This is an optimization exercise on Yosys and OpenROAD, whose aim is small area and a short achievable clock period, not a production implementation.
In this exercise RTL edits were held to simulation tests only and were not proved equivalent to the original.

## flow/config.mk

```make
export PLATFORM = sky130hd
export DESIGN_NAME = ldpc_row_top
export DESIGN_NICKNAME = ldpc_row_top
export VERILOG_FILES = /design/flow/design.v
export SDC_FILE = /design/flow/constraint.sdc
export NUM_CORES = 4
export LEC_CHECK = 0
export CAP_MARGIN = 20
export CORE_MARGIN = 2
export CORE_UTILIZATION = 40
export SLEW_MARGIN = 20
```

## flow/constraint.sdc

```tcl
create_clock -name core_clock -period 6.0 [get_ports {clk}]
set_input_delay 1.2000 -clock core_clock [delete_from_list [all_inputs] [get_ports {clk}]]
set_output_delay 1.2000 -clock core_clock [all_outputs]
set_load 0.01 [all_outputs]
```

## flow/design.v

```verilog
package llr_pkg;
    localparam int MSG_W    = 6;
    localparam int MSG_MAX  = 31;
    localparam int MAG_W    = MSG_W - 1;
    localparam int IDX_W    = 3;
    localparam int MAX_COLS = 8;
    typedef logic signed [MSG_W-1:0] msg_t;
    typedef logic [MAG_W-1:0]        mag_t;
    typedef struct packed {
        mag_t                min1;
        mag_t                min2;
        logic [IDX_W-1:0]    min1_idx;
        logic [MAX_COLS-1:0] signs;
    } ecomp_t;
    function automatic msg_t sat_wide(input logic signed [MSG_W:0] v);
        msg_t r;
        if (v > MSG_MAX)
            r = MSG_MAX;
        else if (v < -MSG_MAX)
            r = -MSG_MAX;
        else
            r = v[MSG_W-1:0];
        sat_wide = r;
    endfunction
endpackage
package row_ctrl_pkg;
    localparam int LAYER_W = 2;
    localparam int ADDR_W  = 5;
    typedef struct packed {
        logic               valid;
        logic [LAYER_W-1:0] layer;
        logic [ADDR_W-1:0]  addr;
    } row_req_t;
    typedef struct packed {
        logic               valid;
        logic [LAYER_W-1:0] layer;
        logic [ADDR_W-1:0]  addr;
    } row_rsp_t;
endpackage
module check_msg_mem #(
    parameter int  DEPTH = 40,
    localparam int AW    = $clog2(DEPTH)
) (
    input  logic            clk,
    input  logic            rst,
    input  logic            rd_en,
    input  logic [AW-1:0]   rd_idx,
    output llr_pkg::ecomp_t rd_data,
    input  logic            wr_en,
    input  logic [AW-1:0]   wr_idx,
    input  llr_pkg::ecomp_t wr_data
);
    localparam int EW = 2 * llr_pkg::MAG_W + llr_pkg::IDX_W + llr_pkg::MAX_COLS;
    logic [EW-1:0]    mem [0:DEPTH-1];
    logic [DEPTH-1:0] written;
    always_ff @(posedge clk)
    begin
        if (!rst)
            written <= '0;
        else if (wr_en)
            written[wr_idx] <= 1'b1;
    end
    always_ff @(posedge clk)
    begin
        if (wr_en)
            mem[wr_idx] <= wr_data;
    end
    always_ff @(posedge clk)
    begin
        if (rd_en)
            rd_data <= written[rd_idx] ? mem[rd_idx] : '0;
    end
endmodule
module check_msg_recover #(
    parameter int WC = 8
) (
    input  llr_pkg::ecomp_t        ecomp,
    output llr_pkg::msg_t [WC-1:0] msgs
);
    for (genvar i = 0; i < WC; i++)
    begin : g_col
        llr_pkg::mag_t mag;
        llr_pkg::msg_t pos;
        assign mag = (ecomp.min1_idx == llr_pkg::IDX_W'(i)) ? ecomp.min2 : ecomp.min1;
        assign pos = $signed({1'b0, mag});
        assign msgs[i] = ecomp.signs[i] ? -pos : pos;
    end
endmodule
module min_sum_kernel #(
    parameter int WC = 8
) (
    input  logic                   clk,
    input  logic                   rst,
    input  llr_pkg::msg_t [WC-1:0] llr,
    input  llr_pkg::msg_t [WC-1:0] old_msgs,
    output llr_pkg::ecomp_t        ecomp,
    output llr_pkg::msg_t [WC-1:0] q_delayed
);
    localparam int HALF = WC / 2;
    typedef struct packed {
        llr_pkg::mag_t             min1;
        llr_pkg::mag_t             min2;
        logic [llr_pkg::IDX_W-1:0] idx;
    } part_t;
    llr_pkg::msg_t [WC-1:0]       q_s1;
    llr_pkg::msg_t [WC-1:0]       q_dly [0:2];
    llr_pkg::mag_t [WC-1:0]       q_mag;
    logic [WC-1:0]       q_neg;
    logic [WC-1:0]       sign_s2;
    part_t               lo_part;
    part_t               hi_part;
    part_t               lo_s2;
    part_t               hi_s2;
    part_t               row_part;
    logic                parity;
    logic [llr_pkg::MAX_COLS-1:0] signs_next;
    function automatic part_t leaf(input llr_pkg::mag_t mag, input int col);
        part_t p;
        p.min1 = mag;
        p.min2 = '1;
        p.idx  = llr_pkg::IDX_W'(col);
        leaf = p;
    endfunction
    function automatic part_t merge(input part_t a, input part_t b);
        part_t m;
        if (b.min1 < a.min1)
        begin
            m.min1 = b.min1;
            m.idx  = b.idx;
            m.min2 = (a.min1 < b.min2) ? a.min1 : b.min2;
        end
        else
        begin
            m.min1 = a.min1;
            m.idx  = a.idx;
            m.min2 = (b.min1 < a.min2) ? b.min1 : a.min2;
        end
        merge = m;
    endfunction
    always_ff @(posedge clk)
    begin
        for (int i = 0; i < WC; i++)
            q_s1[i] <= llr_pkg::sat_wide({llr[i][llr_pkg::MSG_W-1], llr[i]} - {old_msgs[i][llr_pkg::MSG_W-1], old_msgs[i]});
        q_dly[0] <= q_s1;
        q_dly[1] <= q_dly[0];
        q_dly[2] <= q_dly[1];
    end
    assign q_delayed = q_dly[2];
    for (genvar i = 0; i < WC; i++)
    begin : g_mag
        assign q_neg[i] = q_s1[i][llr_pkg::MSG_W-1];
        llr_pkg::msg_t q_inv;
        assign q_inv    = -q_s1[i];
        assign q_mag[i] = q_neg[i] ? q_inv[llr_pkg::MAG_W-1:0] : q_s1[i][llr_pkg::MAG_W-1:0];
    end
    always_comb
    begin
        lo_part = leaf(q_mag[0], 0);
        for (int i = 1; i < HALF; i++)
            lo_part = merge(lo_part, leaf(q_mag[i], i));
        hi_part = leaf(q_mag[HALF], HALF);
        for (int i = HALF + 1; i < WC; i++)
            hi_part = merge(hi_part, leaf(q_mag[i], i));
    end
    always_ff @(posedge clk)
    begin
        if (!rst)
        begin
            sign_s2 <= '0;
            lo_s2   <= '0;
            hi_s2   <= '0;
        end
        else
        begin
            sign_s2 <= q_neg;
            lo_s2   <= lo_part;
            hi_s2   <= hi_part;
        end
    end
    assign row_part = merge(lo_s2, hi_s2);
    assign parity   = ^sign_s2;
    always_comb
    begin
        signs_next = '0;
        for (int i = 0; i < WC; i++)
            signs_next[i] = parity ^ sign_s2[i];
    end
    always_ff @(posedge clk)
    begin
        if (!rst)
            ecomp <= '0;
        else
        begin
            ecomp.min1     <= row_part.min1;
            ecomp.min2     <= row_part.min2;
            ecomp.min1_idx <= row_part.idx;
            ecomp.signs    <= signs_next;
        end
    end
endmodule
module llr_update #(
    parameter int WC = 8
) (
    input  logic                   clk,
    input  logic                   rst,
    input  logic                   valid,
    input  llr_pkg::msg_t [WC-1:0] q,
    input  llr_pkg::msg_t [WC-1:0] new_msgs,
    output llr_pkg::msg_t [WC-1:0] llr_out
);
    llr_pkg::msg_t [WC-1:0] upd;
    for (genvar i = 0; i < WC; i++)
    begin : g_col
        assign upd[i] = llr_pkg::sat_wide({q[i][llr_pkg::MSG_W-1], q[i]} + {new_msgs[i][llr_pkg::MSG_W-1], new_msgs[i]});
    end
    always_ff @(posedge clk)
    begin
        if (!rst)
            llr_out <= '0;
        else if (valid)
            llr_out <= upd;
        else
            llr_out <= '0;
    end
endmodule
module siso_row_unit #(
    parameter int WC        = 8,
    parameter int ROW_DEPTH = 20,
    parameter int LAYERS    = 2
) (
    input  logic                     clk,
    input  logic                     rst,
    input  row_ctrl_pkg::row_req_t   req,
    input  llr_pkg::msg_t [WC-1:0]   llr_in,
    output row_ctrl_pkg::row_rsp_t   rsp,
    output llr_pkg::msg_t [WC-1:0]   llr_out
);
    localparam int DEPTH     = ROW_DEPTH * LAYERS;
    localparam int MEM_AW    = $clog2(DEPTH);
    localparam int STAGES    = 8;
    localparam int WR_STAGE  = 6;
    localparam int UPD_STAGE = 7;
    localparam int REQ_W     = 1 + row_ctrl_pkg::LAYER_W + row_ctrl_pkg::ADDR_W;
    logic [REQ_W-1:0]  addr_q [1:STAGES];
    row_ctrl_pkg::row_req_t          rd_q;
    row_ctrl_pkg::row_req_t          wr_q;
    row_ctrl_pkg::row_req_t          upd_q;
    row_ctrl_pkg::row_req_t          out_q;
    llr_pkg::msg_t [WC-1:0]     llr_s1;
    llr_pkg::msg_t [WC-1:0]     llr_s2;
    llr_pkg::msg_t [WC-1:0]     llr_s3;
    llr_pkg::msg_t [WC-1:0]     old_msgs;
    llr_pkg::msg_t [WC-1:0]     old_msgs_r;
    llr_pkg::msg_t [WC-1:0]     new_msgs;
    llr_pkg::msg_t [WC-1:0]     new_msgs_r;
    llr_pkg::msg_t [WC-1:0]     q_delayed;
    llr_pkg::ecomp_t            mem_rd_data;
    llr_pkg::ecomp_t            ecomp_new;
    logic              mem_rd_en;
    logic              mem_wr_en;
    logic [MEM_AW-1:0] mem_rd_idx;
    logic [MEM_AW-1:0] mem_wr_idx;
    function automatic logic [MEM_AW-1:0] mem_index(input row_ctrl_pkg::row_req_t r);
        mem_index = MEM_AW'(r.layer) * MEM_AW'(ROW_DEPTH) + MEM_AW'(r.addr);
    endfunction
    always_ff @(posedge clk)
    begin
        if (!rst)
        begin
            for (int k = 1; k <= STAGES; k++)
                addr_q[k] <= '0;
        end
        else
        begin
            addr_q[1] <= req;
            for (int k = 2; k <= STAGES; k++)
                addr_q[k] <= addr_q[k-1];
        end
    end
    always_ff @(posedge clk)
    begin
        if (req.valid)
            llr_s1 <= llr_in;
        llr_s2     <= llr_s1;
        llr_s3     <= llr_s2;
        old_msgs_r <= old_msgs;
        new_msgs_r <= new_msgs;
    end
    assign rd_q       = addr_q[1];
    assign wr_q       = addr_q[WR_STAGE];
    assign upd_q      = addr_q[UPD_STAGE];
    assign out_q      = addr_q[STAGES];
    assign mem_rd_en  = rd_q.valid;
    assign mem_rd_idx = mem_index(rd_q);
    assign mem_wr_en  = wr_q.valid;
    assign mem_wr_idx = mem_index(wr_q);
    check_msg_mem #(
        .DEPTH   (DEPTH)
    ) u_mem (
        .clk     (clk),
        .rst     (rst),
        .rd_en   (mem_rd_en),
        .rd_idx  (mem_rd_idx),
        .rd_data (mem_rd_data),
        .wr_en   (mem_wr_en),
        .wr_idx  (mem_wr_idx),
        .wr_data (ecomp_new)
    );
    check_msg_recover #(.WC(WC)) u_recover_old (
        .ecomp (mem_rd_data),
        .msgs  (old_msgs)
    );
    min_sum_kernel #(.WC(WC)) u_kernel (
        .clk       (clk),
        .rst       (rst),
        .llr       (llr_s3),
        .old_msgs  (old_msgs_r),
        .ecomp     (ecomp_new),
        .q_delayed (q_delayed)
    );
    check_msg_recover #(.WC(WC)) u_recover_new (
        .ecomp (ecomp_new),
        .msgs  (new_msgs)
    );
    llr_update #(.WC(WC)) u_update (
        .clk      (clk),
        .rst      (rst),
        .valid    (upd_q.valid),
        .q        (q_delayed),
        .new_msgs (new_msgs_r),
        .llr_out  (llr_out)
    );
    always_comb
    begin
        rsp.valid = out_q.valid;
        rsp.layer = out_q.layer;
        rsp.addr  = out_q.addr;
    end
endmodule
module ldpc_row_top (
    input  logic        clk,
    input  logic        rst_n,
    input  logic        req_valid,
    input  logic [1:0]  req_layer,
    input  logic [4:0]  req_addr,
    input  logic [47:0] llr_in,
    output logic        rsp_valid,
    output logic [1:0]  rsp_layer,
    output logic [4:0]  rsp_addr,
    output logic [47:0] llr_out
);
    row_ctrl_pkg::row_req_t req;
    row_ctrl_pkg::row_rsp_t rsp;
    assign req.valid = req_valid;
    assign req.layer = req_layer;
    assign req.addr  = req_addr;
    assign rsp_valid = rsp.valid;
    assign rsp_layer = rsp.layer;
    assign rsp_addr  = rsp.addr;
    siso_row_unit #(
        .WC        (8),
        .ROW_DEPTH (20),
        .LAYERS    (2)
    ) u_row (
        .clk     (clk),
        .rst     (rst_n),
        .req     (req),
        .llr_in  (llr_in),
        .rsp     (rsp),
        .llr_out (llr_out)
    );
endmodule
```

## flow/run.sh

```bash
#!/bin/bash
# synth_recipe.tcl (not shown) runs the flow's synth.tcl, then flattens the netlist and writes it again
# the make line also repeats each setting of config.mk as NAME=value (left out here)
make -C /OpenROAD-flow-scripts/flow DESIGN_CONFIG=/design/flow/config.mk WORK_HOME=/design/flow/orfs CLKGATE_MAP_FILE= SYNTH_SCRIPT=/design/flow/synth_recipe.tcl finish
```

==> reports/qor.yml <==
detailed_routing:
  dr.pass1.iters: 5
  drtIter0Drc: 2749
  ant_nets: 0
  drc: 0
  vias: 31500
  viasPerCell: 5.22
  drt_wl_total_um: 136000
  routedWlPerCell_um: 22.5
power_and_ir_drop:
  ir_drop_mv: 0.341
  power_mw: 32.7
  leakagePower_nw: 24.1
  powerDensity_nw_per_um2: 484
global_route:
  grt-ovfl-total: 0
  antenna_found_initial: 4
  grt_usage: 0.183
  grt_pass1_wl_um: 200000
  grt_pass1_vias: 31200
  grt_max_degree: 70
cts:
  hold_buffers: 0
  cts-root-buf: "clkbuf_16"
  cts_tree: "built"
  cts_buffer_depth: 3
  clkSlewWorstSetupHoldPaths_ps: 60
  numCtsBuffers: 153
  htreeDepth: 4
  clock_latency_ps: 800
  cts.sinks: 1499
setup_path:
  worst_path_largest_cell_delay_ps: 390
  rrSetupSlack_ps: 250
  r2r_start: "u_row.u_kernel.q_s1[31]$_SDFF_PP1_"
  arrival_ps: 6430
  cp-end-kind: "register"
  cp.required_ps: 6670
  crit_end: "u_row.u_kernel.hi_s2[5]$_SDFF_PN0_"
  cp.buffers_inverters: 1
  critPathLaunch: "u_row.u_kernel.q_s1[31]$_SDFF_PP1_"
  r2r-end: "u_row.u_kernel.hi_s2[5]$_SDFF_PN0_"
  worst_path_dominant_cell_family: "compound AO/OA/AOI/OAI gates"
  cp_slowest_cell: "maj3_2"
  crit_cells: 30
  timing_worst_setup_path_type: "reg -> reg"
  worstSetupStartpointType: "register"
  cp_max_fo: 7
  crit_path_frequent_cell: "ha_1"
  r2r_cells: 30
outcome:
  status: "no timing/DRC/antenna violations"
layout:
  fin_nets: 4238
  drive_gt1_frac: 0.168
  design_area_um2: 67400
  area_growth_pct: 15.7
logic_synthesis:
  synth_seq_cells: 1499
  synth_top_area_frac: 0.468
  syn_nets: 4016
  synth.avg_cell_area_um2: 15.5
  synth-edff-count: 909
  netlist_area_um2: 58300
  synthFlopType: "edfxtp_1"
  synthCells: 3766
  async_flop_share: 0
  seq_area_frac_synth: 0.671
  ys_types: 88
  yosys_warnings: 6
  synthTopCellsByArea: "edfxtp_1, dfxtp_1, mux4_2"
  yosysTopAreaCell: "edfxtp_1"
placed_design:
  detailedPlacementHpwl_um: 84900
  routabilityCongestion: 0.867
  dpl_cell_area_um2: 62300
  placement.io_buffers: 113
floorplan:
  core_um2: 145000
  dieArea_um2: 149000
  die_h_um: 386
  core.rowCount: 140
  initial_utilization: 0.401
  die_w_um: 386
  top_level_ports: 114
timing:
  layout_worst_path_cycle_share: 0.959
  max_slew_margin: 0.224
  clock.fmax_mhz: 174
  rsz0062_at_grt: "true"
  fin_skew_ps: 40.3
  hold_viol: 0
  slew_violations: 0
  finalSetupViolations: 0
  tightest_slew_ps: 1160
  min_period_ps: 5750
hold_path:
  hp-class: "reg -> reg"
run:
  cap_viol_max_count: 0
report_power, final:
group	switching (mW)	internal [mW]
Clock	3.99	5.34
Combinational	6.08	4.01
Sequential	0.707	12.5
how the worst min path moves through the flow:
stage / to / startpoint / cells after the start
floorplan: u_row.llr_s3[0]$_DFF_P_ / u_row.llr_s2[0]$_DFF_P_ / 0
global placement: u_row.u_kernel.q_dly[1][43]$_DFF_P_ / u_row.u_kernel.q_dly[0][43]$_DFF_P_ / 0
detailed placement: u_row.u_kernel.q_dly[1][13]$_DFF_P_ / u_row.u_kernel.q_dly[0][13]$_DFF_P_ / 0
CTS: u_row.u_kernel.q_dly[1][4]$_DFF_P_ / u_row.u_kernel.q_dly[0][4]$_DFF_P_ / 0
global route: u_row.u_kernel.q_dly[1][4]$_DFF_P_ / u_row.u_kernel.q_dly[0][4]$_DFF_P_ / 0
finish: u_row.u_kernel.q_dly[1][41]$_DFF_P_ / u_row.u_kernel.q_dly[0][41]$_DFF_P_ / 0
cells in the mapped netlist, drive strengths merged (3+ instances only):
library cell / instances
o211ai: 20
a21oi: 162
maj3: 14
a2111oi: 4
o21ai: 73
a21o: 55
nor3b: 11
o41ai: 3
mux2i: 128
fa: 18
edfxtp: 909
mux2: 5
nor2: 321
xnor2: 119
and2: 77
nand2: 103
mux4: 264
inv: 175
and3: 5
or2: 18
nor3: 15
a21boi: 3
o211a: 5
nand3: 27
a31oi: 41
ha: 174
or4: 6
a41oi: 4
nand2b: 28
o21a: 6
o31a: 8
xor2: 42
a211o: 4
nor2b: 45
o221a: 3
dfxtp: 590
clkbuf: 88
a211oi: 66
o31ai: 14
nand4: 6
or3: 8
buf: 48
nand3b: 16
o21bai: 8
layer usage:
metal | part of all wire | global-route usage | routed length, µm | up-vias
li1 | - | - | - | 14600
met4 | 0.026 | 0.0589 | 3540 | 2
met2 | 0.46 | 0.287 | 62400 | 889
met3 | 0.063 | 0.0366 | 8580 | 193
met5 | 0.000051 | 0 | 7 | -
met1 | 0.45 | 0.255 | 61400 | 15800
cell usage in the layout, fill, tap and decap left out, drive strengths merged, types with 11 or more instances in the layout:
cell and n:
nor2 321, nor3b 11, o21ai 73, maj3 14, mux2i 128, nor2b 45, clkbuf 204, clkdlybuf4s50 111
nand3b 16, nand2b 28, ha 174, a31oi 41, nand2 103, xor2 42, o211ai 20, xnor2 119
dfxtp 590, a211oi 66, inv 184, clkinv 56, o31ai 14, nand3 27, or2 18, a21oi 162
mux4 264, buf 91, nor3 15, fa 18, edfxtp 909, a21o 55, and2 77
layout make-up:
class	instances	area, µm²
timing repair buffer	202	1840
inverter	175	657
multi-input combinational	1957	18400
fill	12400	77800
clock inverter	80	712
clock buffer	204	4260
sequential	1499	39100
tap	1917	2400
antenna	2	5.00
per-stage QoR:
stage	cells	hold slack [ps]	setup WS (ps)	util	setup TNS [ps]
after global placement	5744	311	76.7	0.429	0
final	6036	323	247	0.464	0
after detailed placement	5744	312	34.2	0.429	0
after floorplan	3766	310	217	-	0
after global routing	6034	318	-39.7	0.464	-116
after CTS	6028	321	13.3	0.463	0
state kept, by name (all words and copies together) (netlist names):
register / cells
u_row.u_mem.mem: 840
u_row.u_kernel.q_dly: 144
u_row.addr_q: 64
u_row.llr_s1: 48
u_row.llr_s2: 48
u_row.llr_s3: 48
u_row.new_msgs_r: 48
u_row.old_msgs_r: 48
u_row.u_kernel.q_s1: 48
u_row.u_update.llr_out: 48
u_row.u_mem.written: 40
u_row.u_kernel.ecomp: 21
u_row.u_mem.rd_data: 21
u_row.u_kernel.hi_s2: 13
u_row.u_kernel.lo_s2: 12
u_row.u_kernel.sign_s2: 8
repair_timing:
| item | 4_1_cts | 5_1_grt |
|---|---|---|
| gates resized for setup | 0 | 30 |
| setup buffers | 0 | 5 |
| setup endpoints to repair | 0 | 24 |
cell families after synthesis:
logic type | share of synthesized area
fa+ha+maj | 0.0460
buf+inv | 0.0204
simple gates | 0.0573
mux | 0.125
flops | 0.671
xor+xnor | 0.0244
compound gates | 0.0561

-- static timing again, ports no longer ideal --
Ports are ideal in the flow. The routed layout listed here was re-timed in OpenROAD.
Step 1, drivers: a clkbuf_16 drives clk and a buf_2 each remaining input, both assumed.
Step 2 also shifts input and output timing later by t, the mid clock arrival at the registers, as if the neighbouring blocks saw the same clock.
a / b / c = ideal / step 1 / step 2; a / b = the first two.
t (ns): 0.857
setup slack, ns: 0.247 / 0.247 / 0.247
worst hold slack (ns): 0.323 / 0.323 / 0.323
clock arrival spread, ns: 0.042 / 0.042
After both steps this run still meets setup and hold. For this run, drivers alone change the setup slack by 0.000 ns; drivers and shift together by 0.000 ns.
